This is an optimization exercise on Yosys and OpenROAD, whose aim is small area, not a production implementation.
At most, simulation tests tie the RTL to the original design; equivalence was not proved.
Power and IR drop assume default switching activity.

==> inputs of 01-22 <==
==> flow/design.v <==
package link_ctrl_pkg;
  localparam int IPB_ADDR_W = 24;
  localparam int IPB_DATA_W = 32;
  localparam int TGT_LSB    = 20;             
  localparam int TGT_W      = 4;
  localparam int REG_IDX_W  = 2;              
  localparam int WR_COUNT_W = 16;
  localparam int BIT_IDX_W  = 5;
  localparam int CHANNEL_COUNT = 5;           
  localparam int SYNTH_TARGET  = 5;           
  localparam int SYNTH_BITS = 32;
  localparam int SEQ_W      = 7;              
  typedef logic [IPB_ADDR_W-1:0] ipb_addr_t;
  typedef logic [IPB_DATA_W-1:0] ipb_data_t;
  typedef logic [TGT_W-1:0]      target_t;
  typedef logic [REG_IDX_W-1:0]  reg_idx_t;
  typedef logic [WR_COUNT_W-1:0] wr_count_t;
  typedef logic [BIT_IDX_W-1:0]  bit_idx_t;
  localparam reg_idx_t CHAN_COUNT_REG = 2'd3;   
  localparam reg_idx_t SYNTH_WORD_REG = 2'd0;   
  localparam reg_idx_t SYNTH_STAT_REG = 2'd1;   
  localparam reg_idx_t SYNTH_CTRL_REG = 2'd2;   
  typedef enum logic [2:0] {
    st_idle  = 3'd0,
    st_write = 3'd1,                          
    st_rd1   = 3'd2,                          
    st_rd2   = 3'd3,
    st_rd3   = 3'd4,
    st_ack   = 3'd5,
    st_hold  = 3'd6                           
  } ipb_state_t;
endpackage
module ipb_io_fsm (
  input  logic ipb_clk,
  input  logic rst,
  input  logic ipb_strobe,   
  input  logic ipb_write,
  output logic io_wr_en,     
  output logic io_rd1,       
  output logic ipb_ack
);
  link_ctrl_pkg::ipb_state_t state;
  link_ctrl_pkg::ipb_state_t state_nxt;
  always_comb begin
    case (state)
      link_ctrl_pkg::st_idle:  state_nxt = !ipb_strobe ? link_ctrl_pkg::st_idle :
                                           ipb_write ? link_ctrl_pkg::st_write : link_ctrl_pkg::st_rd1;
      link_ctrl_pkg::st_write: state_nxt = link_ctrl_pkg::st_ack;
      link_ctrl_pkg::st_rd1:   state_nxt = link_ctrl_pkg::st_rd2;
      link_ctrl_pkg::st_rd2:   state_nxt = link_ctrl_pkg::st_rd3;
      link_ctrl_pkg::st_rd3:   state_nxt = link_ctrl_pkg::st_ack;
      link_ctrl_pkg::st_ack:   state_nxt = link_ctrl_pkg::st_hold;
      link_ctrl_pkg::st_hold:  state_nxt = ipb_strobe ? link_ctrl_pkg::st_hold : link_ctrl_pkg::st_idle;
      default:                 state_nxt = link_ctrl_pkg::st_idle;
    endcase
  end
  always_ff @(posedge ipb_clk) begin
    if (rst) state <= link_ctrl_pkg::st_idle;
    else     state <= state_nxt;
  end
  assign io_wr_en = (state == link_ctrl_pkg::st_write);
  assign io_rd1   = (state == link_ctrl_pkg::st_rd1);
  assign ipb_ack  = (state == link_ctrl_pkg::st_ack);
endmodule
module ipb_target_sel (
  input  link_ctrl_pkg::ipb_addr_t ipb_addr,
  input  logic io_wr_en,
  output logic [link_ctrl_pkg::CHANNEL_COUNT-1:0] chan_wr,
  output logic synth_wr,
  input  link_ctrl_pkg::ipb_data_t [link_ctrl_pkg::CHANNEL_COUNT-1:0] chan_reg0,
  input  link_ctrl_pkg::ipb_data_t [link_ctrl_pkg::CHANNEL_COUNT-1:0] chan_reg1,
  input  link_ctrl_pkg::ipb_data_t [link_ctrl_pkg::CHANNEL_COUNT-1:0] chan_reg2,
  input  link_ctrl_pkg::wr_count_t [link_ctrl_pkg::CHANNEL_COUNT-1:0] chan_count,
  output link_ctrl_pkg::wr_count_t count_sel,   
  input  link_ctrl_pkg::ipb_data_t synth_rd_data,
  output link_ctrl_pkg::ipb_data_t ipb_rdata
);
  link_ctrl_pkg::target_t  target;
  link_ctrl_pkg::reg_idx_t idx;
  link_ctrl_pkg::ipb_data_t chan_data;
  assign target = ipb_addr[link_ctrl_pkg::TGT_LSB +: link_ctrl_pkg::TGT_W];
  assign idx    = ipb_addr[link_ctrl_pkg::REG_IDX_W-1:0];
  always_comb begin
    for (int i = 0; i < link_ctrl_pkg::CHANNEL_COUNT; i++) begin
      chan_wr[i] = io_wr_en && (target == link_ctrl_pkg::target_t'(i));
    end
  end
  assign synth_wr = io_wr_en && (target == link_ctrl_pkg::target_t'(link_ctrl_pkg::SYNTH_TARGET));
  always_comb begin
    case (target)
      4'd0:    count_sel = chan_count[0];
      4'd1:    count_sel = chan_count[1];
      4'd2:    count_sel = chan_count[2];
      4'd3:    count_sel = chan_count[3];
      default: count_sel = chan_count[4];
    endcase
  end
  always_comb begin
    case (target)
      4'd0:    chan_data = (idx == 2'd0) ? chan_reg0[0] : (idx == 2'd1) ? chan_reg1[0] : chan_reg2[0];
      4'd1:    chan_data = (idx == 2'd0) ? chan_reg0[1] : (idx == 2'd1) ? chan_reg1[1] : chan_reg2[1];
      4'd2:    chan_data = (idx == 2'd0) ? chan_reg0[2] : (idx == 2'd1) ? chan_reg1[2] : chan_reg2[2];
      4'd3:    chan_data = (idx == 2'd0) ? chan_reg0[3] : (idx == 2'd1) ? chan_reg1[3] : chan_reg2[3];
      default: chan_data = (idx == 2'd0) ? chan_reg0[4] : (idx == 2'd1) ? chan_reg1[4] : chan_reg2[4];
    endcase
    if (idx == link_ctrl_pkg::CHAN_COUNT_REG) chan_data = link_ctrl_pkg::ipb_data_t'(count_sel);
  end
  always_comb begin
    if (target < link_ctrl_pkg::target_t'(link_ctrl_pkg::CHANNEL_COUNT)) begin
      ipb_rdata = chan_data;
    end else if (target == link_ctrl_pkg::target_t'(link_ctrl_pkg::SYNTH_TARGET)) begin
      ipb_rdata = synth_rd_data;
    end else begin
      ipb_rdata = '0;                   
    end
  end
endmodule
module chan_reg_bank (
  input  logic ipb_clk,
  input  logic rst,
  input  logic wr,                      
  input  link_ctrl_pkg::reg_idx_t reg_idx,
  input  link_ctrl_pkg::ipb_data_t wr_data,    
  input  link_ctrl_pkg::wr_count_t cnt_nxt,    
  output link_ctrl_pkg::ipb_data_t reg0,
  output link_ctrl_pkg::ipb_data_t reg1,
  output link_ctrl_pkg::ipb_data_t reg2,
  output link_ctrl_pkg::wr_count_t wr_count
);
  always_ff @(posedge ipb_clk) begin
    if (rst || (wr && reg_idx == 2'd0)) reg0 <= wr_data;
  end
  always_ff @(posedge ipb_clk) begin
    if (rst || (wr && reg_idx == 2'd1)) reg1 <= wr_data;
  end
  always_ff @(posedge ipb_clk) begin
    if (rst || (wr && reg_idx == 2'd2)) reg2 <= wr_data;
  end
  always_ff @(posedge ipb_clk) begin
    if (rst || (wr && reg_idx != link_ctrl_pkg::CHAN_COUNT_REG)) wr_count <= cnt_nxt;
  end
endmodule
module synth_bit_timer (
  input  logic ipb_clk,
  input  logic rst,
  input  logic start,                   
  output logic [link_ctrl_pkg::SEQ_W-1:0] seq,
  output logic busy
);
  always_ff @(posedge ipb_clk) begin
    if (rst) begin
      busy <= 1'b0;
      seq  <= '0;
    end else begin
      if (start) begin
        busy <= 1'b1;
      end else if (seq == '1) begin
        busy <= 1'b0;                   
      end
      if (busy) begin
        seq <= seq + link_ctrl_pkg::SEQ_W'(1);
      end
    end
  end
endmodule
module synth_serial_if (
  input  logic ipb_clk,
  input  logic rst,
  input  logic wr,                      
  input  logic rd1,                     
  input  link_ctrl_pkg::reg_idx_t reg_idx,
  input  link_ctrl_pkg::ipb_data_t wr_data,    
  output link_ctrl_pkg::ipb_data_t rd_data,
  input  logic [link_ctrl_pkg::SEQ_W-1:0] seq,
  input  logic busy,
  output logic start,
  output logic dclk,
  output logic ddat,
  output logic dlen,
  output logic goe,
  output logic sync
);
  link_ctrl_pkg::ipb_data_t last_word;         
  link_ctrl_pkg::bit_idx_t  bit_idx;
  logic busy_rd;                                
  assign start   = wr && (reg_idx == link_ctrl_pkg::SYNTH_WORD_REG) && !busy;   
  assign bit_idx = seq[link_ctrl_pkg::SEQ_W-1 -: link_ctrl_pkg::BIT_IDX_W];
  assign dclk    = seq[1];
  assign dlen    = busy;
  assign ddat    = busy && last_word[~bit_idx];   
  always_ff @(posedge ipb_clk) begin
    if (rst || start) last_word <= wr_data;
  end
  always_ff @(posedge ipb_clk) begin
    if (rst || (wr && reg_idx == link_ctrl_pkg::SYNTH_CTRL_REG)) begin
      goe  <= wr_data[0];
      sync <= wr_data[1];
    end
  end
  always_ff @(posedge ipb_clk) begin
    if (rd1) busy_rd <= busy;
  end
  always_comb begin
    case (reg_idx)
      link_ctrl_pkg::SYNTH_WORD_REG: rd_data = last_word;
      link_ctrl_pkg::SYNTH_STAT_REG: rd_data = link_ctrl_pkg::ipb_data_t'(busy_rd);
      link_ctrl_pkg::SYNTH_CTRL_REG: rd_data = link_ctrl_pkg::ipb_data_t'({sync, goe});
      default:                       rd_data = '0;
    endcase
  end
endmodule
module link_ctrl_top (
  input  logic ipb_clk,
  input  logic rst,
  input  logic ipb_strobe,
  input  logic ipb_write,
  input  link_ctrl_pkg::ipb_addr_t ipb_addr,
  input  link_ctrl_pkg::ipb_data_t ipb_wdata,
  output link_ctrl_pkg::ipb_data_t ipb_rdata,
  output logic ipb_ack,
  output logic adcclk_dclk,
  output logic adcclk_ddat,
  output logic adcclk_dlen,
  output logic adcclk_goe,
  output logic adcclk_sync
);
  logic io_wr_en;
  logic io_rd1;
  logic [link_ctrl_pkg::CHANNEL_COUNT-1:0] chan_wr;
  link_ctrl_pkg::ipb_data_t [link_ctrl_pkg::CHANNEL_COUNT-1:0] chan_reg0;
  link_ctrl_pkg::ipb_data_t [link_ctrl_pkg::CHANNEL_COUNT-1:0] chan_reg1;
  link_ctrl_pkg::ipb_data_t [link_ctrl_pkg::CHANNEL_COUNT-1:0] chan_reg2;
  link_ctrl_pkg::wr_count_t [link_ctrl_pkg::CHANNEL_COUNT-1:0] chan_count;
  link_ctrl_pkg::wr_count_t count_sel;
  link_ctrl_pkg::wr_count_t cnt_nxt;
  link_ctrl_pkg::ipb_data_t wr_data;
  link_ctrl_pkg::ipb_data_t synth_rd_data;
  logic synth_wr;
  logic [link_ctrl_pkg::SEQ_W-1:0] seq;
  logic busy;
  logic start;
  assign wr_data = ipb_wdata & {link_ctrl_pkg::IPB_DATA_W{!rst}};
  assign cnt_nxt = (count_sel + link_ctrl_pkg::wr_count_t'(1)) & {link_ctrl_pkg::WR_COUNT_W{!rst}};
  ipb_io_fsm i_ipb_io_fsm (
    .ipb_clk   (ipb_clk),
    .rst       (rst),
    .ipb_strobe(ipb_strobe),
    .ipb_write (ipb_write),
    .io_wr_en  (io_wr_en),
    .io_rd1    (io_rd1),
    .ipb_ack   (ipb_ack)
  );
  ipb_target_sel i_ipb_target_sel (
    .ipb_addr     (ipb_addr),
    .io_wr_en     (io_wr_en),
    .chan_wr      (chan_wr),
    .synth_wr     (synth_wr),
    .chan_reg0    (chan_reg0),
    .chan_reg1    (chan_reg1),
    .chan_reg2    (chan_reg2),
    .chan_count   (chan_count),
    .count_sel    (count_sel),
    .synth_rd_data(synth_rd_data),
    .ipb_rdata    (ipb_rdata)
  );
  for (genvar i = 0; i < link_ctrl_pkg::CHANNEL_COUNT; i++) begin : g_chan
    chan_reg_bank i_chan_reg_bank (
      .ipb_clk (ipb_clk),
      .rst     (rst),
      .wr      (chan_wr[i]),
      .reg_idx (ipb_addr[link_ctrl_pkg::REG_IDX_W-1:0]),
      .wr_data (wr_data),
      .cnt_nxt (cnt_nxt),
      .reg0    (chan_reg0[i]),
      .reg1    (chan_reg1[i]),
      .reg2    (chan_reg2[i]),
      .wr_count(chan_count[i])
    );
  end
  synth_bit_timer i_synth_bit_timer (
    .ipb_clk(ipb_clk),
    .rst    (rst),
    .start  (start),
    .seq    (seq),
    .busy   (busy)
  );
  synth_serial_if i_synth_serial_if (
    .ipb_clk(ipb_clk),
    .rst    (rst),
    .wr     (synth_wr),
    .rd1    (io_rd1),
    .reg_idx(ipb_addr[link_ctrl_pkg::REG_IDX_W-1:0]),
    .wr_data(wr_data),
    .rd_data(synth_rd_data),
    .seq    (seq),
    .busy   (busy),
    .start  (start),
    .dclk   (adcclk_dclk),
    .ddat   (adcclk_ddat),
    .dlen   (adcclk_dlen),
    .goe    (adcclk_goe),
    .sync   (adcclk_sync)
  );
endmodule
==> flow/run.sh <==
#!/bin/bash
# synth_recipe.tcl (not shown) runs the flow's synth.tcl, then flattens the netlist and writes it again
# the make line also repeats each setting of config.mk as NAME=value (left out here)
make -C /OpenROAD-flow-scripts/flow DESIGN_CONFIG=/design/flow/config.mk WORK_HOME=/design/flow/orfs CLKGATE_MAP_FILE= SYNTH_SCRIPT=/design/flow/synth_recipe.tcl finish
==> flow/config.mk <==
export PLATFORM = sky130hd
export DESIGN_NAME = link_ctrl_top
export DESIGN_NICKNAME = link_ctrl_top
export VERILOG_FILES = /design/flow/design.v
export SDC_FILE = /design/flow/constraint.sdc
export NUM_CORES = 4
export LEC_CHECK = 0
export CAP_MARGIN = 20
export CORE_MARGIN = 2
export CORE_UTILIZATION = 40
export SLEW_MARGIN = 20
==> flow/constraint.sdc <==
create_clock -name core_clock -period 5.0 [get_ports {ipb_clk}]
set_input_delay 1.0000 -clock core_clock [delete_from_list [all_inputs] [get_ports {ipb_clk}]]
set_output_delay 1.0000 -clock core_clock [all_outputs]
set_load 0.01 [all_outputs]
==> inputs of 10-01, as changes to 01-22 <==
==> flow/design.v, changed modules only <==
module ipb_target_sel (
  input  logic ipb_clk,
  input  link_ctrl_pkg::ipb_addr_t ipb_addr,
  input  logic io_wr_en,
  output logic [link_ctrl_pkg::CHANNEL_COUNT-1:0] chan_wr,
  output logic synth_wr,
  output logic [3:0] reg_sel,                   
  input  link_ctrl_pkg::ipb_data_t [link_ctrl_pkg::CHANNEL_COUNT-1:0] chan_reg0,
  input  link_ctrl_pkg::ipb_data_t [link_ctrl_pkg::CHANNEL_COUNT-1:0] chan_reg1,
  input  link_ctrl_pkg::ipb_data_t [link_ctrl_pkg::CHANNEL_COUNT-1:0] chan_reg2,
  input  link_ctrl_pkg::wr_count_t [link_ctrl_pkg::CHANNEL_COUNT-1:0] chan_count,
  output link_ctrl_pkg::wr_count_t count_sel,   
  input  link_ctrl_pkg::ipb_data_t synth_rd_data,
  output link_ctrl_pkg::ipb_data_t ipb_rdata
);
  link_ctrl_pkg::target_t  target;
  link_ctrl_pkg::reg_idx_t idx;
  logic [link_ctrl_pkg::CHANNEL_COUNT-1:0] chan_sel;    
  logic synth_sel;
  assign target = ipb_addr[link_ctrl_pkg::TGT_LSB +: link_ctrl_pkg::TGT_W];
  assign idx    = ipb_addr[link_ctrl_pkg::REG_IDX_W-1:0];
  always_ff @(posedge ipb_clk) begin
    for (int i = 0; i < link_ctrl_pkg::CHANNEL_COUNT; i++) begin
      chan_sel[i] <= (target == link_ctrl_pkg::target_t'(i));
    end
    synth_sel <= (target == link_ctrl_pkg::target_t'(link_ctrl_pkg::SYNTH_TARGET));
    for (int i = 0; i < 4; i++) begin
      reg_sel[i] <= (idx == link_ctrl_pkg::reg_idx_t'(i));
    end
  end
  assign chan_wr  = chan_sel & {link_ctrl_pkg::CHANNEL_COUNT{io_wr_en}};
  assign synth_wr = synth_sel & io_wr_en;
  always_comb begin
    count_sel = '0;
    for (int i = 0; i < link_ctrl_pkg::CHANNEL_COUNT; i++) begin
      count_sel = count_sel | (chan_count[i] & {link_ctrl_pkg::WR_COUNT_W{chan_sel[i]}});
    end
  end
  always_comb begin
    ipb_rdata = (synth_rd_data & {link_ctrl_pkg::IPB_DATA_W{synth_sel}})
              | (link_ctrl_pkg::ipb_data_t'(count_sel) & {link_ctrl_pkg::IPB_DATA_W{reg_sel[3]}});
    for (int i = 0; i < link_ctrl_pkg::CHANNEL_COUNT; i++) begin
      ipb_rdata = ipb_rdata
                | (chan_reg0[i] & {link_ctrl_pkg::IPB_DATA_W{chan_sel[i] & reg_sel[0]}})
                | (chan_reg1[i] & {link_ctrl_pkg::IPB_DATA_W{chan_sel[i] & reg_sel[1]}})
                | (chan_reg2[i] & {link_ctrl_pkg::IPB_DATA_W{chan_sel[i] & reg_sel[2]}});
    end
  end
endmodule
module chan_reg_bank (
  input  logic ipb_clk,
  input  logic rst,
  input  logic wr,                      
  input  logic [3:0] reg_sel,           
  input  link_ctrl_pkg::ipb_data_t wr_data,    
  input  link_ctrl_pkg::wr_count_t cnt_nxt,    
  output link_ctrl_pkg::ipb_data_t reg0,
  output link_ctrl_pkg::ipb_data_t reg1,
  output link_ctrl_pkg::ipb_data_t reg2,
  output link_ctrl_pkg::wr_count_t wr_count
);
  always_ff @(posedge ipb_clk) begin
    if (rst || (wr && reg_sel[0])) reg0 <= wr_data;
  end
  always_ff @(posedge ipb_clk) begin
    if (rst || (wr && reg_sel[1])) reg1 <= wr_data;
  end
  always_ff @(posedge ipb_clk) begin
    if (rst || (wr && reg_sel[2])) reg2 <= wr_data;
  end
  always_ff @(posedge ipb_clk) begin
    if (rst || (wr && !reg_sel[link_ctrl_pkg::CHAN_COUNT_REG])) wr_count <= cnt_nxt;
  end
endmodule
module synth_serial_if (
  input  logic ipb_clk,
  input  logic rst,
  input  logic wr,                      
  input  logic rd1,                     
  input  logic [3:0] reg_sel,           
  input  link_ctrl_pkg::ipb_data_t wr_data,    
  output link_ctrl_pkg::ipb_data_t rd_data,
  input  logic [link_ctrl_pkg::SEQ_W-1:0] seq,
  input  logic busy,
  output logic start,
  output logic dclk,
  output logic ddat,
  output logic dlen,
  output logic goe,
  output logic sync
);
  link_ctrl_pkg::ipb_data_t last_word;         
  link_ctrl_pkg::bit_idx_t  bit_idx;
  logic busy_rd;                                
  assign start   = wr && reg_sel[link_ctrl_pkg::SYNTH_WORD_REG] && !busy;   
  assign bit_idx = seq[link_ctrl_pkg::SEQ_W-1 -: link_ctrl_pkg::BIT_IDX_W];
  assign dclk    = seq[1];
  assign dlen    = busy;
  assign ddat    = busy && last_word[~bit_idx];   
  always_ff @(posedge ipb_clk) begin
    if (rst || start) last_word <= wr_data;
  end
  always_ff @(posedge ipb_clk) begin
    if (rst || (wr && reg_sel[link_ctrl_pkg::SYNTH_CTRL_REG])) begin
      goe  <= wr_data[0];
      sync <= wr_data[1];
    end
  end
  always_ff @(posedge ipb_clk) begin
    if (rd1) busy_rd <= busy;
  end
  always_comb begin
    rd_data = (last_word & {link_ctrl_pkg::IPB_DATA_W{reg_sel[link_ctrl_pkg::SYNTH_WORD_REG]}})
            | link_ctrl_pkg::ipb_data_t'(busy_rd && reg_sel[link_ctrl_pkg::SYNTH_STAT_REG])
            | link_ctrl_pkg::ipb_data_t'({sync, goe} & {2{reg_sel[link_ctrl_pkg::SYNTH_CTRL_REG]}});
  end
endmodule
module link_ctrl_top (
  input  logic ipb_clk,
  input  logic rst,
  input  logic ipb_strobe,
  input  logic ipb_write,
  input  link_ctrl_pkg::ipb_addr_t ipb_addr,
  input  link_ctrl_pkg::ipb_data_t ipb_wdata,
  output link_ctrl_pkg::ipb_data_t ipb_rdata,
  output logic ipb_ack,
  output logic adcclk_dclk,
  output logic adcclk_ddat,
  output logic adcclk_dlen,
  output logic adcclk_goe,
  output logic adcclk_sync
);
  logic io_wr_en;
  logic io_rd1;
  logic [link_ctrl_pkg::CHANNEL_COUNT-1:0] chan_wr;
  link_ctrl_pkg::ipb_data_t [link_ctrl_pkg::CHANNEL_COUNT-1:0] chan_reg0;
  link_ctrl_pkg::ipb_data_t [link_ctrl_pkg::CHANNEL_COUNT-1:0] chan_reg1;
  link_ctrl_pkg::ipb_data_t [link_ctrl_pkg::CHANNEL_COUNT-1:0] chan_reg2;
  link_ctrl_pkg::wr_count_t [link_ctrl_pkg::CHANNEL_COUNT-1:0] chan_count;
  link_ctrl_pkg::wr_count_t count_sel;
  link_ctrl_pkg::wr_count_t cnt_nxt;
  link_ctrl_pkg::ipb_data_t wr_data;
  link_ctrl_pkg::ipb_data_t synth_rd_data;
  logic synth_wr;
  logic [link_ctrl_pkg::SEQ_W-1:0] seq;
  logic busy;
  logic start;
  logic [3:0] reg_sel;                  
  assign wr_data = ipb_wdata & {link_ctrl_pkg::IPB_DATA_W{!rst}};
  assign cnt_nxt = (count_sel + link_ctrl_pkg::wr_count_t'(1)) & {link_ctrl_pkg::WR_COUNT_W{!rst}};
  ipb_io_fsm i_ipb_io_fsm (
    .ipb_clk   (ipb_clk),
    .rst       (rst),
    .ipb_strobe(ipb_strobe),
    .ipb_write (ipb_write),
    .io_wr_en  (io_wr_en),
    .io_rd1    (io_rd1),
    .ipb_ack   (ipb_ack)
  );
  ipb_target_sel i_ipb_target_sel (
    .ipb_clk      (ipb_clk),
    .ipb_addr     (ipb_addr),
    .io_wr_en     (io_wr_en),
    .chan_wr      (chan_wr),
    .synth_wr     (synth_wr),
    .reg_sel      (reg_sel),
    .chan_reg0    (chan_reg0),
    .chan_reg1    (chan_reg1),
    .chan_reg2    (chan_reg2),
    .chan_count   (chan_count),
    .count_sel    (count_sel),
    .synth_rd_data(synth_rd_data),
    .ipb_rdata    (ipb_rdata)
  );
  for (genvar i = 0; i < link_ctrl_pkg::CHANNEL_COUNT; i++) begin : g_chan
    chan_reg_bank i_chan_reg_bank (
      .ipb_clk (ipb_clk),
      .rst     (rst),
      .wr      (chan_wr[i]),
      .reg_sel (reg_sel),
      .wr_data (wr_data),
      .cnt_nxt (cnt_nxt),
      .reg0    (chan_reg0[i]),
      .reg1    (chan_reg1[i]),
      .reg2    (chan_reg2[i]),
      .wr_count(chan_count[i])
    );
  end
  synth_bit_timer i_synth_bit_timer (
    .ipb_clk(ipb_clk),
    .rst    (rst),
    .start  (start),
    .seq    (seq),
    .busy   (busy)
  );
  synth_serial_if i_synth_serial_if (
    .ipb_clk(ipb_clk),
    .rst    (rst),
    .wr     (synth_wr),
    .rd1    (io_rd1),
    .reg_sel(reg_sel),
    .wr_data(wr_data),
    .rd_data(synth_rd_data),
    .seq    (seq),
    .busy   (busy),
    .start  (start),
    .dclk   (adcclk_dclk),
    .ddat   (adcclk_ddat),
    .dlen   (adcclk_dlen),
    .goe    (adcclk_goe),
    .sync   (adcclk_sync)
  );
endmodule
==> flow/flow/run.sh (new file) <==
#!/bin/bash
# Own layout flow: the standard ORFS flow (standard.sh, unchanged
# synthesis) with a few ORFS variables set on the make command line:
#  - port buffers use a plain buf_2 instead of the default pick
#  - buffers left by abc are removed at floorplan; repair_design re-buffers
#  - larger clock sink clusters, and no dummy loads in the clock tree
#  - non-critical gates are downsized after global routing
# make's full output goes to flow_make.log here; ORFS's per-step logs stay
# under orfs/logs.
set -euo pipefail
bash standard.sh \
  "BUFFER_PORTS_ARGS=-buffer_cell sky130_fd_sc_hd__buf_2" \
  "REMOVE_ABC_BUFFERS=1" \
  "CTS_ARGS=-sink_clustering_enable -repair_clock_nets -sink_clustering_size 30 -sink_clustering_max_diameter 60 -dont_use_dummy_load" \
  "RECOVER_POWER=100" \
  finish > flow_make.log 2>&1
==> flow/standard.sh (new file) <==
#!/bin/bash
# synth_recipe.tcl (not shown) runs the flow's synth.tcl, then flattens the netlist and writes it again
# the make line also repeats each setting of config.mk as NAME=value (left out here)
make -C /OpenROAD-flow-scripts/flow DESIGN_CONFIG=/design/flow/config.mk WORK_HOME=/design/flow/orfs CLKGATE_MAP_FILE= SYNTH_SCRIPT=/design/flow/synth_recipe.tcl "${@:-finish}"
--- a/flow/config.mk
+++ b/flow/config.mk
@@ -8,4 +8,4 @@
 export CAP_MARGIN = 20
 export CORE_MARGIN = 2
-export CORE_UTILIZATION = 40
+export CORE_UTILIZATION = 65
 export SLEW_MARGIN = 20
removed: flow/run.sh
==> comparison table <==
Result of the run: 10-01 failed layout checks; 01-22 no timing/DRC/antenna violations
Layout check failures: 10-01 capacitance limit, slew limit; 01-22 -
Crit. path cell count: 10-01 7; 01-22 8
Overall Power: 10-01 9.44 mW; 01-22 11.2 mW
Critical-path maximum fanout: 10-01 13; 01-22 22
Reg2Reg Launch Point: 10-01 i_ipb_target_sel.reg_sel[1]; 01-22 i_ipb_io_fsm.state[0]
Number of search-and-repair iterations in the first detailed-routing pass: 10-01 7; 01-22 5
Startpoint types: 10-01 flip-flop; 01-22 input pin
Power drawn by the combinational cells: 10-01 0.495 mW; 01-22 0.980 mW
Number of violations of the max-capacitance limit: 10-01 12; 01-22 0
Core Region: 10-01 0.0354 mm^2; 01-22 0.0615 mm^2
Clock group power: 10-01 2.83 mW; 01-22 4.26 mW
Number of flip-flops and latches: 10-01 616; 01-22 606
FF+latch count, synth: 10-01 616; 01-22 606
Share of layout cells above drive strength 1: 10-01 0.0916; 01-22 0.207
Average detailed-routed wire length per instance: 10-01 33.5 um; 01-22 25.2 um
Time the final worst path needs with I/O delays and setup: 10-01 4640 ps; 01-22 4830 ps
Worst path arrival time: 10-01 3640 ps; 01-22 3830 ps
Synth unique cells: 10-01 51; 01-22 63
Number of fill cells in the layout: 10-01 2367; 01-22 5124
Only the layout flow was run in 10-01; the RTL was not checked for function there.

==> separate check: timing with driven ports <==
In the flow no input, the clock included, has a driving cell. The finished layouts below were timed again as built, in two steps.
Step 1 (the two cells are an assumption about what drives the block):
set clk [get_ports {ipb_clk}]
set_driving_cell -lib_cell sky130_fd_sc_hd__clkbuf_16 $clk
set_driving_cell -lib_cell sky130_fd_sc_hd__buf_2 [delete_from_list [all_inputs] $clk]
Step 2 moves the port delays by t, midway between the first and last clock arrival at a register: inputs arrive t later, outputs are due t later. That takes back most of the time a late clock gives input paths.
Three values: ideal ports, drivers, drivers and shift; two values: the first two.
run	shift t [ns]	setup slack, ns	worst hold slack (ns)	worst setup path at the end	clock arrival spread, ns
01-22	0.677	0.168 / 0.139 / 0.139	0.518 / 0.518 / 0.518	input to output	0.023 / 0.023
10-01	0.603	0.358 / 0.300 / 0.063	0.545 / 0.545 / 0.545	input to register	0.046 / 0.045
The setup slack of 10-01, which loses most, moves by -0.058 ns with the drivers and by -0.295 ns with both steps.
